Background: an optimization exercise with open tools, aiming at small area, a short achievable clock period and few clock cycles per item. Do not read the settings as production practice.
In this exercise RTL edits were held to simulation tests only and were not proved equivalent to the original.
Power and IR drop assume default switching activity.

## design/flow/flow/run.sh

```bash
#!/bin/bash
set -euo pipefail
cp config.mk flow_cfg.mk
cat >> flow_cfg.mk <<'EOF'
export CTS_ARGS = -sink_clustering_enable -repair_clock_nets -sink_clustering_size 25 -sink_clustering_max_diameter 60 -dont_use_dummy_load
export BUFFER_PORTS_ARGS = -buffer_cell sky130_fd_sc_hd__buf_2
EOF
sed "s|DESIGN_CONFIG=[^ ]*|DESIGN_CONFIG=$PWD/flow_cfg.mk|" standard.sh > flow_standard.sh
grep -q "DESIGN_CONFIG=$PWD/flow_cfg.mk" flow_standard.sh
bash flow_standard.sh > orfs_make.log 2>&1
```

## design/flow/standard.sh

```bash
#!/bin/bash
# synth_recipe.tcl (not shown) runs the flow's synth.tcl, then flattens the netlist and writes it again
# the make line also repeats each setting of config.mk as NAME=value (left out here)
make -C /OpenROAD-flow-scripts/flow DESIGN_CONFIG=/design/flow/config.mk WORK_HOME=/design/flow/orfs CLKGATE_MAP_FILE= SYNTH_SCRIPT=/design/flow/synth_recipe.tcl "${@:-finish}"
```

## design/flow/config.mk

```make
export PLATFORM = sky130hd
export DESIGN_NAME = bounded_deque_with_dump
export DESIGN_NICKNAME = bounded_deque_with_dump
export VERILOG_FILES = /design/flow/design.v
export SDC_FILE = /design/flow/constraint.sdc
export NUM_CORES = 4
export LEC_CHECK = 0
export ABC_CLOCK_PERIOD_IN_PS = 2000
export CAP_MARGIN = 20
export CORE_MARGIN = 2
export CORE_UTILIZATION = 65
export CTS_CLUSTER_DIAMETER = 60
export CTS_CLUSTER_SIZE = 25
export SETUP_SLACK_MARGIN = 2.9
export SLEW_MARGIN = 20
```

## design/flow/constraint.sdc

```tcl
create_clock -name core_clock -period 5.0 [get_ports {aclk}]
set_input_delay 1.0000 -clock core_clock [delete_from_list [all_inputs] [get_ports {aclk}]]
set_output_delay 1.0000 -clock core_clock [all_outputs]
set_load 0.01 [all_outputs]
```

## design/flow/design.v

```verilog
`default_nettype none
package bdq_pkg;
    localparam int OP_W     = 3;
    localparam int STATUS_W = 2;
    localparam int VALUE_W  = 32;
    localparam logic [OP_W-1:0] OP_PUSH_FRONT = 3'd0;
    localparam logic [OP_W-1:0] OP_PUSH_BACK  = 3'd1;
    localparam logic [OP_W-1:0] OP_LIST       = 3'd2;
    localparam logic [OP_W-1:0] OP_POP_FRONT  = 3'd3;
    localparam logic [OP_W-1:0] OP_POP_BACK   = 3'd4;
    localparam logic [STATUS_W-1:0] STAT_OK    = 2'd0;
    localparam logic [STATUS_W-1:0] STAT_EMPTY = 2'd1;
    localparam logic [STATUS_W-1:0] STAT_FULL  = 2'd2;
endpackage
`default_nettype wire
`default_nettype none
import bdq_pkg::*;
module bounded_deque_with_dump
#(
    parameter int DEPTH      = 16,
    parameter int DATA_WIDTH = 32
) (
    input  wire logic                         aclk,
    input  wire logic                         aresetn,
    input  wire logic                         s_valid,
    output logic                              s_ready,
    input  wire logic        [OP_W-1:0]       s_op,
    input  wire logic signed [VALUE_W-1:0]    s_value,
    output logic                              m_valid,
    input  wire logic                         m_ready,
    output logic             [STATUS_W-1:0]   m_status,
    output logic signed      [VALUE_W-1:0]    m_data,
    output logic             [$clog2(DEPTH+1)-1:0] m_fill,
    output logic                              m_last
);
    localparam int CNT_W = $clog2(DEPTH + 1);
    localparam int PTR_W = $clog2(DEPTH);
    logic [DATA_WIDTH-1:0] mem [DEPTH];
    logic [PTR_W-1:0]      head_q, tail_q;      
    logic [CNT_W-1:0]      cnt_q;
    logic                  empty_q;
    logic                  rdy_q;
    logic                  dv_q;                
    logic [STATUS_W-1:0]   d_st_q;
    logic [CNT_W-1:0]      d_fill_q;
    logic                  d_last_q;
    logic                  d_more_q;            
    logic [PTR_W-1:0]      d_rem_q;             
    logic [DEPTH-1:0]      d_rsel_q;            
    logic                  ov_q;                
    logic [STATUS_W-1:0]   o_st_q;
    logic [VALUE_W-1:0]    o_data_q;
    logic [CNT_W-1:0]      o_fill_q;
    logic                  o_last_q;
    logic                  kv_q;                
    logic [STATUS_W-1:0]   k_st_q;
    logic [VALUE_W-1:0]    k_data_q;
    logic [CNT_W-1:0]      k_fill_q;
    logic                  k_last_q;
    logic                  kv_n, dv_n, more_n;
    logic                  acc;
    logic                  full;
    logic                  is_push, is_list, is_popf, is_popb, is_pop;
    logic [DEPTH-1:0]      head_oh, tail_oh, back_oh;
    assign acc     = s_valid && rdy_q;
    assign full    = cnt_q[CNT_W-1];
    assign is_push = (s_op == OP_PUSH_FRONT) || (s_op == OP_PUSH_BACK);
    assign is_list = (s_op == OP_LIST);
    assign is_popf = (s_op == OP_POP_FRONT);
    assign is_popb = (s_op == OP_POP_BACK);
    assign is_pop  = is_popf || is_popb;
    always_comb begin
        for (int i = 0; i < DEPTH; i++) begin
            head_oh[i] = (head_q == PTR_W'(i));
            tail_oh[i] = (tail_q == PTR_W'(i));
            back_oh[i] = (tail_q == PTR_W'(i + 1));
        end
    end
    logic [STATUS_W-1:0]   n_st;
    logic [CNT_W-1:0]      n_fill;
    logic                  n_last, n_more;
    logic [PTR_W-1:0]      n_rem;
    logic [DEPTH-1:0]      n_rsel;
    always_comb begin
        n_st   = STAT_OK;
        n_fill = cnt_q;
        n_last = 1'b1;
        n_more = 1'b0;
        n_rem  = PTR_W'(cnt_q - CNT_W'(2));
        n_rsel = '0;
        if (is_push) begin
            if (full) n_st = STAT_FULL;
            else      n_fill = cnt_q + CNT_W'(1);
        end else if (is_list || is_pop) begin
            if (empty_q) begin
                n_st = STAT_EMPTY;
            end else begin
                n_rsel = is_popb ? back_oh : head_oh;
                if (is_pop) begin
                    n_fill = cnt_q - CNT_W'(1);
                end else begin
                    n_last = (cnt_q == CNT_W'(1));
                    n_more = !n_last;
                end
            end
        end
    end
    logic [PTR_W-1:0]      head_n, tail_n;
    logic [CNT_W-1:0]      cnt_n;
    always_comb begin
        head_n = head_q;
        tail_n = tail_q;
        cnt_n  = cnt_q;
        if (acc) begin
            if (is_push && !full) begin
                cnt_n = cnt_q + CNT_W'(1);
                if (s_op[0]) tail_n = tail_q + PTR_W'(1);
                else         head_n = head_q - PTR_W'(1);
            end
            if (is_pop && !empty_q) begin
                cnt_n = cnt_q - CNT_W'(1);
                if (is_popf) head_n = head_q + PTR_W'(1);
                else         tail_n = tail_q - PTR_W'(1);
            end
        end
    end
    logic                  fire, take;
    logic [VALUE_W-1:0]    b_data;
    assign fire = dv_q && !kv_q;
    assign take = m_ready || !ov_q;
    always_comb begin
        b_data = '0;
        for (int i = 0; i < DEPTH; i++) b_data = b_data | (mem[i] & {VALUE_W{d_rsel_q[i]}});
    end
    assign kv_n   = !take && (kv_q || fire);
    assign dv_n   = acc || (dv_q && !(fire && !d_more_q));
    assign more_n = acc ? n_more : (fire ? (d_rem_q != '0) : d_more_q);
    always_ff @(posedge aclk) begin
        if (!aresetn) begin
            head_q   <= '0;
            tail_q   <= '0;
            cnt_q    <= '0;
            empty_q  <= 1'b1;
            dv_q     <= 1'b0;
            d_more_q <= 1'b0;
            kv_q     <= 1'b0;
            ov_q     <= 1'b0;
            rdy_q    <= 1'b1;
        end else begin
            head_q   <= head_n;
            tail_q   <= tail_n;
            cnt_q    <= cnt_n;
            empty_q  <= (cnt_n == '0);
            dv_q     <= dv_n;
            d_more_q <= more_n;
            kv_q     <= kv_n;
            rdy_q    <= !dv_n || (!kv_n && !more_n);
            if (take) ov_q <= kv_q || fire;
        end
    end
    logic [DEPTH-1:0]      wen;
    always_comb begin
        for (int i = 0; i < DEPTH; i++)
            wen[i] = !(kv_q && dv_q) && !full && (head_oh[(i + 1) % DEPTH] || tail_oh[i]);
    end
    always_ff @(posedge aclk) begin
        for (int i = 0; i < DEPTH; i++) begin
            if (wen[i]) mem[i] <= s_value;
        end
    end
    always_ff @(posedge aclk) begin
        if (acc) begin
            d_st_q   <= n_st;
            d_fill_q <= n_fill;
            d_last_q <= n_last;
            d_rem_q  <= n_rem;
            d_rsel_q <= n_rsel;
        end else if (fire) begin
            d_last_q <= (d_rem_q == '0);
            d_rem_q  <= d_rem_q - PTR_W'(1);
            d_rsel_q <= {d_rsel_q[DEPTH-2:0], d_rsel_q[DEPTH-1]};
        end
    end
    always_ff @(posedge aclk) begin
        if (!kv_q) begin
            k_st_q   <= d_st_q;
            k_data_q <= b_data;
            k_fill_q <= d_fill_q;
            k_last_q <= d_last_q;
        end
    end
    always_ff @(posedge aclk) begin
        if (take) begin
            o_st_q   <= kv_q ? k_st_q   : d_st_q;
            o_data_q <= kv_q ? k_data_q : b_data;
            o_fill_q <= kv_q ? k_fill_q : d_fill_q;
            o_last_q <= kv_q ? k_last_q : d_last_q;
        end
    end
    assign s_ready  = rdy_q;
    assign m_valid  = ov_q;
    assign m_status = o_st_q;
    assign m_data   = o_data_q;
    assign m_fill   = o_fill_q;
    assign m_last   = o_last_q;
endmodule
`default_nettype wire
```

==> run_results.csv, run 1 <==
group,metric,value,unit
die,start_util,65.9,%
global_routing,antenna_found_initial,2,
sta,timing.final.hold_violations,0,
worst_setup_path,slowest_stage,"edfxtp_1",
clock_network,clk_pin_slew,0.09,ns
synth,synth_edf_count,580,
worst_setup_path,crit_family,"flip-flops",
global_routing,first_global_vias,12800,
worst_setup_path,crit_fanout,1,
detailed_routing,dr.pass1.iters,5,
clock_network,cts_sinks,639,
final_layout,fin_cells,1867,
run,cap_viol_max_count,0,
worst_setup_path,reg2reg_slack,2.95,ns
detailed_routing,drc,0,
global_routing,grt_use_total,30.9,%
final_layout,drive_gt1_share,19.3,%
synth,async_flop_share,0,%
sta,fin_crit_sh,42.8,%
worst_setup_path,reg2regPathDepth,5,
worst_setup_path,crit_required,4.00,ns
worst_setup_path,path_cells,"buf_2",
clock_network,cts_tree,"yes",
clock_network,cts_made_buffers,36,
sta,setup_violations,0,
clock_network,cts_hold_buf,0,
detailed_routing,wl_per_cell,31.0,µm
synth,avgSynthCellArea,17.9,µm²
global_routing,overflow,0,
detailed_routing,highest_layer,"met4",
detailed_routing,ant_nets,0,
global_routing,grt_max_degree,44,
detailed_routing,wl_met2,27700,µm
synth,syn_area,23400,µm²
pwr,irDropWorstVdd,0.287,mV
synth,synth_most_common_cell,"edfxtp_1",
detailed_routing,met3_length,6420,µm
worst_setup_path,critPathArrivalTime,1.14,ns
sta,tns,0,ns
worst_hold_path,hold_depth,1,
synth,synth_warnings,2,
die,design.core.area,35600,µm²
die,dieWidth,194,µm
clock_network,cts_buffer_depth,3,
synth,yosys_register_bits,639,
final_layout,multi_input_comb_area,4770,µm²
worst_setup_path,r2r_start,"tail_q[0]$_SDFFE_PN0P_",
run_status,status,"timing/DRC/antenna clean",
worst_hold_path,min_to,"k_data_q[7]$_DFF_P_",
placed_design,dp_hpwl,29000,µm
synth,synth.top_cells.by_count,"edfxtp_1, a22o_1, a221oi_1, clkbuf_1, dfxtp_1",
placed_design,dp_cells,1796,
detailed_routing,wl_met1,22100,µm
die,dieHeight,194,µm
worst_setup_path,r2r_end,"mem[0][3]$_DFFE_PP_",
detailed_routing,via_per_inst,6.96,
sta,max_freq,0.467,GHz
placed_design,io_buffer_count,80,
final_layout,fillers,2162,
worst_setup_path,worstSetupPathType,"reg2out",
synth,synth_sequential_area_ratio,79.3,%
synth,netlist_instances,1307,
synth,syn-num-nets,1364,
global_routing,grt_pass1_wl,84000,µm
sta,slew_viol_final,0,
die,pin_count,81,
sta,slew_headroom,45.0,%
clock_network,htree_levels,2,
sta,fin_worst_skew,0.0615,ns
final_layout,utilization,72.9,%
worst_setup_path,worstSetupStartpointType,"flop",
pwr,p_per_area,383,nW/µm²
detailed_routing,initialDrtViolationCount,1677,
worst_setup_path,path_buf_inv,1,
worst_hold_path,hold_path.class,"reg2reg",
clock_network,clk_latency,0.54,ns
final_layout,final_area,25900,µm²
synth,synth_top_area_share,74.3,%
pwr,power,9920,µW
sta,post-route-min-period,2.14,ns
final_layout,syn2layout_area_growth,10.7,%
synth,yosysUniqueCellTypes,49,
worst_setup_path,slowest_delay,0.45,ns
final_layout,seq_area,18600,µm²
sta,tightest_slew,0.824,ns
worst_setup_path,cp-end-kind,"primary output",
die,dieArea,37600,µm²
worst_hold_path,min_from,"k_data_q[7]$_DFF_P_",
placed_design,place_area,24500,µm²
pwr,leakagePower,0.00836,µW
synth,yosysTopAreaCell,"edfxtp_1",
detailed_routing,drt-total-wl,57800,µm
clock_network,cts_root_buffer,"clkbuf_16",
die,num_rows,69,
sta,rsz0062_at_grt,"yes",
synth,synth_area_leaders,"edfxtp_1, a22o_1, dfxtp_1, a221oi_1, mux2_2",
detailed_routing,vias,13000,
final_layout,layout.nets,1462,
placed_design,gp_congestion,0.840,
synth,ys.flop_type,"edfxtp_1",
[layer usage]
metal	GRT usage [%]	vias up
li1	-	5559
met1	44.1	6568
met2	49.3	753
met3	6.63	108
met4	8.92	0
met5	0	-
[cells by family after synthesis]
kind of cell	share of synthesized area [%]
flip-flops	79.3
AO/OA/AOI/OAI	11.8
AND/OR/NAND/NOR	3.37
buffers and inverters	1.72
multiplexers	2.18
adder cells (fa/ha/maj)	0.961
XOR/XNOR	0.635
[registers in the layout, summed over array words and instances (netlist names)]
| name | flops |
|---|---|
| o_fill_q | 5 |
| k_st_q | 2 |
| d_more_q | 1 |
| d_last_q | 1 |
| d_st_q | 2 |
| tail_q | 4 |
| d_fill_q | 5 |
| k_fill_q | 5 |
| kv_q | 1 |
| o_data_q | 32 |
| k_data_q | 32 |
| empty_q | 1 |
| d_rsel_q | 16 |
| o_st_q | 2 |
| rdy_q | 1 |
| cnt_q | 5 |
| d_rem_q | 4 |
| head_q | 4 |
| dv_q | 1 |
| k_last_q | 1 |
| o_last_q | 1 |
| ov_q | 1 |
| mem | 512 |
[layout make-up]
type / count / share of cell area (%)
diodes: 3 / 0.0289
well taps: 461 / 2.22
multi-input cells: 570 / 18.4
repair buffers: 144 / 3.95
flip-flops and latches: 639 / 71.7
clock buffers: 36 / 3.47
inverters: 14 / 0.222
[power breakdown]
part | internal (µW) | switching [µW]
clock network | 1290 | 1510
registers | 6060 | 83.4
logic | 334 | 647
total | 7680 | 2240
[placed cells by master, fill, tap and decap left out, types with 11 or more instances in the layout]
| cell type | Yosys | layout |
|---|---|---|
| nand2_1 | 37 | 34 |
| a21oi_1 | 28 | 12 |
| a21oi_4 | 0 | 19 |
| dfxtp_1 | 59 | 55 |
| nor2_1 | 27 | 26 |
| buf_4 | 0 | 40 |
| inv_1 | 11 | 11 |
| clkbuf_16 | 0 | 36 |
| a221oi_1 | 129 | 127 |
| edfxtp_1 | 580 | 580 |
| ha_1 | 18 | 17 |
| a22o_1 | 144 | 144 |
| nand3_1 | 22 | 21 |
| o21ai_1 | 14 | 14 |
| mux2_2 | 40 | 40 |
| buf_6 | 2 | 17 |
| xnor2_1 | 13 | 13 |
| buf_2 | 5 | 79 |
| nand4_1 | 32 | 32 |
[through the flow]
step	hold WS (ns)	setup slack (ns)
after detailed placement	0.458	1.92
after global routing	0.499	2.83
final	0.471	2.86
after CTS	0.475	2.84
after floorplan	0.446	2.74
after global placement	0.452	1.97
[timing repair]
action	in CTS	in global routing
pin swaps	6	0
resized for setup	31	30
gates cloned	4	0
buffers inserted	25	3
endpoints found under the setup margin	600	313
[how the worst max path moves through the flow]
stage / slack [ns] / cells after the start / startpoint / endpoint
detailed placement: 1.92 / 6 / s_op[2] / d_rsel_q[14]$_DFFE_PP_
global route: 2.83 / 1 / o_data_q[1]$_DFFE_PP_ / m_data[1]
finish: 2.86 / 1 / o_data_q[1]$_DFFE_PP_ / m_data[1]
CTS: 2.84 / 1 / o_data_q[1]$_DFFE_PP_ / m_data[1]
global placement: 1.97 / 6 / s_op[2] / d_rsel_q[6]$_DFFE_PP_
floorplan: 2.74 / 7 / s_op[1] / empty_q$_SDFF_PN1_
Testbench counts, summed over its fixed seeds: cycles 11,579, items 8,000.
==> run 2, diff against run 1 <==
--- a/design/flow/flow/run.sh
+++ b/design/flow/flow/run.sh
@@ -4,3 +4,3 @@
 cat >> flow_cfg.mk <<'EOF'
-export CTS_ARGS = -sink_clustering_enable -repair_clock_nets -sink_clustering_size 25 -sink_clustering_max_diameter 60 -dont_use_dummy_load
+export CTS_ARGS = -sink_clustering_enable -repair_clock_nets -sink_clustering_size 20 -sink_clustering_max_diameter 50 -dont_use_dummy_load
 export BUFFER_PORTS_ARGS = -buffer_cell sky130_fd_sc_hd__buf_2
--- a/design/flow/config.mk
+++ b/design/flow/config.mk
@@ -11,4 +11,4 @@
 export CORE_UTILIZATION = 65
-export CTS_CLUSTER_DIAMETER = 60
-export CTS_CLUSTER_SIZE = 25
+export CTS_CLUSTER_DIAMETER = 50
+export CTS_CLUSTER_SIZE = 20
 export SETUP_SLACK_MARGIN = 2.9
==> run 2 against run 1 <==
  * Total power is 4.0% higher
  * Fmax is 1.2% lower
  * Die area unchanged
  * Global-route usage rose by 0.19 points
  * Design area increased by 0.70%
  * Worst hold slack gained 0.0013 ns
  * Still clean on timing, DRC and antenna
==> run_results.csv, run 2 <==
group,metric,value,unit
final_layout,layout_commonest_cell,"edfxtp_1",
synth,yosysTopAreaCell,"edfxtp_1",
synth,yosys_register_bits,639,
final_layout,seq_area,18600,µm²
worst_setup_path,r2r_start,"tail_q[3]$_SDFFE_PN0P_",
placed_design,dp_hpwl,29000,µm
final_layout,fillers,2131,
synth,synth_top_area_share,74.3,%
final_layout,regMostFlops,"mem",
clock_network,clk_pin_slew,0.07,ns
placed_design,place_area,24500,µm²
worst_setup_path,cp-end-kind,"flop",
worst_setup_path,reg2reg_slack,2.83,ns
die,dieWidth,194,µm
detailed_routing,initialDrtViolationCount,1702,
final_layout,drive_gt1_share,19.7,%
detailed_routing,vias,13200,
worst_hold_path,hold_path.class,"reg2reg",
sta,tns,0,ns
clock_network,cts_made_buffers,45,
synth,ys.flop_type,"edfxtp_1",
die,pin_count,81,
synth,syn-num-nets,1364,
die,start_util,65.9,%
worst_setup_path,crit_required,5.23,ns
global_routing,grt_max_degree,44,
final_layout,final_area,26100,µm²
synth,syn_area,23400,µm²
global_routing,overflow,0,
final_layout,largest_reg_flops,512,
final_layout,multi_input_comb_area,4750,µm²
clock_network,cts_root_buffer,"clkbuf_16",
sta,tightest_slew,0.831,ns
worst_hold_path,min_from,"k_data_q[7]$_DFF_P_",
synth,synth_sequential_area_ratio,79.3,%
clock_network,cts_tree,"yes",
sta,fin_worst_skew,0.0595,ns
global_routing,grt_use_total,31.1,%
worst_setup_path,cp-startpoint,"tail_q[3]$_SDFFE_PN0P_",
worst_hold_path,min_to,"k_data_q[7]$_DFF_P_",
synth,synth_most_common_cell,"edfxtp_1",
die,dieHeight,194,µm
die,num_rows,69,
sta,setup_violations,0,
synth,synth_edf_count,580,
clock_network,htree_levels,2,
worst_setup_path,r2r_end,"mem[10][11]$_DFFE_PP_",
detailed_routing,drt-total-wl,58500,µm
pwr,irDropWorstVdd,0.305,mV
final_layout,mostFrequentLayoutCells,"edfxtp_1, a22o_1, a221oi_1, buf_2, dfxtp_1",
detailed_routing,wl_per_cell,31.2,µm
clock_network,clk_latency,0.58,ns
placed_design,place_ws,1.92,ns
pwr,power,10300,µW
run,cap_viol_max_count,0,
die,dieArea,37600,µm²
sta,worst_slack,2.83,ns
synth,netlist_instances,1307,
worst_setup_path,critPathArrivalTime,2.40,ns
sta,max_freq,0.462,GHz
synth,synth_warnings,2,
die,design.core.area,35600,µm²
sta,fin_crit_sh,43.3,%
placed_design,gp_congestion,0.840,
final_layout,layout.nets,1472,
synth,synth_area_leaders,"edfxtp_1, a22o_1, dfxtp_1, a221oi_1, mux2_2",
worst_setup_path,crit_fanout,13,
sta,slew_headroom,44.6,%
placed_design,io_buffer_count,80,
worst_setup_path,reg2regPathDepth,4,
detailed_routing,via_per_inst,7.03,
worst_setup_path,worstSetupStartpointType,"flop",
synth,synth.top_cells.by_count,"edfxtp_1, a22o_1, a221oi_1, clkbuf_1, dfxtp_1",
synth,avgSynthCellArea,17.9,µm²
run_status,status,"timing/DRC/antenna clean",
detailed_routing,ant_nets,0,
detailed_routing,drc,0,
pwr,p_per_area,395,nW/µm²
synth,async_flop_share,0,%
clock_network,cts_hold_buf,0,
detailed_routing,dr.pass1.iters,5,
sta,slew_viol_final,0,
sta,timing.final.hold_violations,0,
sta,rsz0062_at_grt,"yes",
synth,yosysUniqueCellTypes,49,
clock_network,cts_buffer_depth,3,
final_layout,syn2layout_area_growth,11.4,%
global_routing,first_global_vias,12900,
sta,post-route-min-period,2.17,ns
final_layout,reg.largest.list,"mem x512, k_data_q x32, o_data_q x32",
clock_network,cts_sinks,639,
worst_hold_path,hold_depth,1,
worst_setup_path,worstSetupPathType,"reg2reg",
pwr,leakagePower,0.00846,µW
global_routing,antenna_found_initial,2,
global_routing,grt_pass1_wl,84300,µm
## run 2: logic make-up after synthesis
group	share of synthesized area, %
AO/OA/AOI/OAI	11.8
XOR/XNOR	0.635
AND/OR/NAND/NOR	3.37
flip-flops	79.3
buffers and inverters	1.72
adder cells (fa/ha/maj)	0.961
multiplexers	2.18
## run 2: worst max path at each step
stage	to	slack, ns	cells after the start
floorplan	empty_q$_SDFF_PN1_	2.74	7
global placement	d_rsel_q[6]$_DFFE_PP_	1.97	6
detailed placement	d_rsel_q[14]$_DFFE_PP_	1.92	6
CTS	m_data[1]	2.83	1
global route	mem[10][11]$_DFFE_PP_	2.81	4
finish	mem[10][11]$_DFFE_PP_	2.83	4
## run 2: cell type report
class | count | share of cell area (%)
multi-input cells | 570 | 18.2
diodes | 1 | 0.00958
repair buffers | 145 | 3.82
inverters | 14 | 0.220
well taps | 461 | 2.21
clock buffers | 45 | 4.31
flip-flops and latches | 639 | 71.2
## run 2: report_power, final
| group | switching [µW] | internal [µW] |
|---|---|---|
| registers | 86.2 | 6060 |
| clock network | 1610 | 1590 |
| logic | 648 | 328 |
## run 2: critical path, cell delays in order, from the launching register on
cell and delay, ns:
dfxtp_1 0.49, nor2b_2 0.38, nand2_1 0.33, a21oi_4 0.35, buf_4 0.32
## run 2: timing repair
item                                    CTS  global route
buffers inserted                         22             7
endpoints found under the setup margin  602           384
pin swaps                                 6             2
gates resized for setup                  31            17
gates cloned                              4             0
## run 2: layer usage
layer / vias to the layer above / share of wire [%] / global-route usage (%)
li1: 5579 / - / -
met1: 6700 / 39 / 44.6
met2: 797 / 48 / 49.4
met3: 110 / 11 / 6.70
met4: 2 / 2.6 / 8.75
met5: - / 0.015 / 0
## run 2: through the flow
stage,instances,util [%],hold WS [ns]
2_1_floorplan,1307,-,0.446
3_3_place_gp,1796,69.0,0.452
4_1_cts,1867,73.1,0.475
3_5_place_dp,1796,69.0,0.458
5_1_grt,1875,73.4,0.496
6_report,1875,73.4,0.473
==> run 3, diff against run 2 <==
--- a/design/flow/flow/run.sh
+++ b/design/flow/flow/run.sh
@@ -4,3 +4,3 @@
 cat >> flow_cfg.mk <<'EOF'
-export CTS_ARGS = -sink_clustering_enable -repair_clock_nets -sink_clustering_size 20 -sink_clustering_max_diameter 50 -dont_use_dummy_load
+export CTS_ARGS = -sink_clustering_enable -repair_clock_nets -sink_clustering_size 16 -sink_clustering_max_diameter 50 -dont_use_dummy_load -sink_clustering_buffer sky130_fd_sc_hd__clkbuf_8
 export BUFFER_PORTS_ARGS = -buffer_cell sky130_fd_sc_hd__buf_2
--- a/design/flow/config.mk
+++ b/design/flow/config.mk
@@ -12,3 +12,3 @@
 export CTS_CLUSTER_DIAMETER = 50
-export CTS_CLUSTER_SIZE = 20
+export CTS_CLUSTER_SIZE = 16
 export SETUP_SLACK_MARGIN = 2.9
==> run 3 against run 2 <==
  * Synthesized cell count unchanged
  * Cell count increased by 0.48%
  * Critical endpoint is now m_data[1]
  * Flip-flop and latch count stayed put
  * Count of clock-buffer cells in the layout rose by 5
  * Worst hold slack improved by 0.0021 ns
  * Total power shrank 6.8%
  * Still clean
  * Register-to-register slack gained 0.04 ns
  * Sequential power barely moved
  * Die area stayed put
  * Design area down 1.1%
  * Wire length shrank 1.5%
==> run_results.csv, run 3 <==
group,metric,value,unit
pwr,irDropWorstVdd,0.293,mV
worst_setup_path,slowest_stage,"edfxtp_1",
sta,post-route-min-period,2.17,ns
detailed_routing,via_per_inst,6.97,
worst_hold_path,min_from,"k_data_q[5]$_DFF_P_",
detailed_routing,dr.pass1.iters,5,
clock_network,cts_tree,"yes",
synth,synth_sequential_area_ratio,79.3,%
sta,max_freq,0.462,GHz
synth,synthAdderAreaFrac,0.961,%
sta,fin_crit_sh,43.3,%
global_routing,grt_use_total,30.8,%
pwr,leakagePower,0.00832,µW
final_layout,mostFrequentLayoutCells,"edfxtp_1, a22o_1, a221oi_1, buf_2, dfxtp_1",
worst_setup_path,reg2regPathDepth,4,
sta,setup_violations,0,
sta,slew_viol_final,0,
clock_network,cts_buffer_depth,3,
die,num_rows,69,
worst_setup_path,worstSetupStartpointType,"flop",
sta,hold_ws,0.475,ns
clock_network,cts_root_buffer,"clkbuf_16",
detailed_routing,initialDrtViolationCount,1605,
synth,synth-compound-area-share,11.8,%
synth,synth_most_common_cell,"edfxtp_1",
synth,yosysTopAreaCell,"edfxtp_1",
worst_setup_path,crit_required,4.00,ns
worst_hold_path,hold_path.class,"reg2reg",
synth,synth.top_cells.by_count,"edfxtp_1, a22o_1, a221oi_1, clkbuf_1, dfxtp_1",
final_layout,layout_commonest_cell,"edfxtp_1",
synth,synth_edf_count,580,
worst_setup_path,critPathArrivalTime,1.17,ns
worst_setup_path,r2r_start,"tail_q[2]$_SDFFE_PN0P_",
synth,avgSynthCellArea,17.9,µm²
final_layout,layout.nets,1479,
clock_network,cts_hold_buf,0,
detailed_routing,wl_per_cell,30.6,µm
die,design.core.area,35600,µm²
worst_setup_path,path_buf_inv,1,
clock_network,clk_latency,0.55,ns
worst_setup_path,reg2reg_slack,2.87,ns
die,pin_count,81,
synth,syn-num-nets,1364,
synth,syn_area,23400,µm²
global_routing,first_global_vias,13000,
synth,synth.area.mux_share,2.18,%
global_routing,overflow,0,
final_layout,syn2layout_area_growth,10.2,%
clock_network,htree_levels,2,
worst_hold_path,min_to,"k_data_q[5]$_DFF_P_",
die,start_util,65.9,%
global_routing,grt_max_degree,44,
detailed_routing,drt-total-wl,57600,µm
sta,timing.final.hold_violations,0,
die,dieHeight,194,µm
sta,tightest_slew,0.818,ns
clock_network,cts_made_buffers,50,
sta,tns,0,ns
detailed_routing,ant_nets,0,
pwr,p_per_area,372,nW/µm²
sta,slew_headroom,45.5,%
placed_design,gp_congestion,0.840,
final_layout,regMostFlops,"mem",
clock_network,cts_sinks,639,
die,dieWidth,194,µm
synth,netlist_instances,1307,
synth,yosysUniqueCellTypes,49,
synth,ys.flop_type,"edfxtp_1",
synth,synth_area_leaders,"edfxtp_1, a22o_1, dfxtp_1, a221oi_1, mux2_2",
placed_design,dp_hpwl,29000,µm
sta,fin_worst_skew,0.0483,ns
worst_setup_path,cp-end-kind,"primary output",
placed_design,io_buffer_count,80,
worst_setup_path,cp_num_cells,1,
die,dieArea,37600,µm²
final_layout,drive_gt1_share,20.5,%
run,cap_viol_max_count,0,
synth,yosys_register_bits,639,
worst_setup_path,path_cells,"buf_2",
worst_setup_path,r2r_end,"mem[0][14]$_DFFE_PP_",
synth,synth_simple_gate_area_share,3.37,%
worst_setup_path,slowest_delay,0.46,ns
final_layout,reg.largest.list,"mem x512, k_data_q x32, o_data_q x32",
clock_network,clk_pin_slew,0.08,ns
synth,synth_warnings,2,
run_status,status,"timing/DRC/antenna clean",
synth,synth_top_area_share,74.3,%
synth,async_flop_share,0,%
detailed_routing,vias,13100,
global_routing,grt_pass1_wl,83500,µm
synth,synth_top_family_by_area,"compound AO/OA/AOI/OAI gates",
detailed_routing,drc,0,
worst_setup_path,crit_family,"flip-flops",
sta,rsz0062_at_grt,"yes",
worst_setup_path,worstSetupPathType,"reg2out",
global_routing,antenna_found_initial,5,
worst_setup_path,crit_fanout,1,
synth,synth-xor-area-share,0.635,%
final_layout,largest_reg_flops,512,
worst_hold_path,hold_depth,1,
-- run 3: worst max path at each step --
stage	from	end	slack, ns
2_1_floorplan	s_op[1]	empty_q$_SDFF_PN1_	2.74
3_3_place_gp	s_op[2]	d_rsel_q[6]$_DFFE_PP_	1.97
3_5_place_dp	s_op[2]	d_rsel_q[14]$_DFFE_PP_	1.92
4_1_cts	o_data_q[1]$_DFFE_PP_	m_data[1]	2.84
5_1_grt	tail_q[2]$_SDFFE_PN0P_	mem[0][28]$_DFFE_PP_	2.80
6_report	o_data_q[1]$_DFFE_PP_	m_data[1]	2.83
-- run 3: cell families after synthesis --
group	after synthesis
AOI/OAI and AO/OA	335
xor gates and xnor gates	17
buffers and inverters	102
DFF	639
muxes	46
and+or+nand+nor	150
adders and majority gates	18
-- run 3: per-layer routing --
layer	track usage (%)	wire length, µm	part of all wire (%)
met5	0	25	0.043
met4	8.78	1500	2.6
met3	6.42	5790	10
met2	49.1	27500	48
met1	43.8	22700	39
-- run 3: metrics by stage --
| stage | util (%) | worst slack [ns] | instance area, µm² | cells | total power [µW] |
|---|---|---|---|---|---|
| floorplan | - | 2.74 | 23700 | 1307 | 6770 |
| CTS | 72.1 | 2.84 | 25700 | 1874 | 9620 |
| global placement | 69.0 | 1.97 | 24500 | 1796 | 7140 |
| global route | 72.6 | 2.80 | 25800 | 1884 | 9910 |
| finish | 72.6 | 2.83 | 25800 | 1884 | 9610 |
| detailed placement | 69.0 | 1.92 | 24500 | 1796 | 7170 |
-- run 3: power breakdown --
part           switching [µW]  total, µW  internal, µW
clock                    1500       2490           991
sequential               87.2       6150          6060
combinational             643        975           332
total                    2230       9610          7380
-- run 3: layout make-up --
type	instances	area [µm²]
diodes	3	7.51
flip-flops and latches	639	18600
fillers	2174	9750
repair buffers	147	1040
inverters	14	57.6
clock buffers	50	744
multi-input cells	570	4790
well taps	461	577
-- run 3: repair_timing --
item | CTS | global route
setup endpoints to repair | 598 | 358
cloned | 4 | 0
setup buffers | 24 | 7
pin swaps | 7 | 1
gates resized for setup | 31 | 28

## re-timing with driven ports
Ports are ideal in the flow. The routed layouts listed here were re-timed in OpenROAD. Step 1 sets driving cells, clkbuf_16 on the clock port and buf_2 on the other inputs (assumed; they add their load-dependent delay and slew). Step 2 times the ports against the registers' clock, not the clock port: input delays grow and output delays shrink by t, the midpoint of the rising clock arrivals with the driver on. Slacks: ideal ports / drivers / drivers and shift; pairs: ideal ports / drivers.
run	t (ns)	slack for setup (ns)	latest minus earliest clock arrival (ns)	worst slew at a driven data input, ns	cell pins on the clock port's net
run 1	0.563	2.860 / 2.805 / 2.444	0.061 / 0.062	0.10	1
run 2	0.602	2.835 / 2.785 / 2.406	0.059 / 0.060	0.08	1
run 3	0.578	2.834 / 2.779 / 2.380	0.048 / 0.048	0.08	1
After both steps setup and hold are still met in every run listed. The setup slack of run 3, which loses most, moves by -0.055 ns with the drivers and by -0.454 ns with both steps.
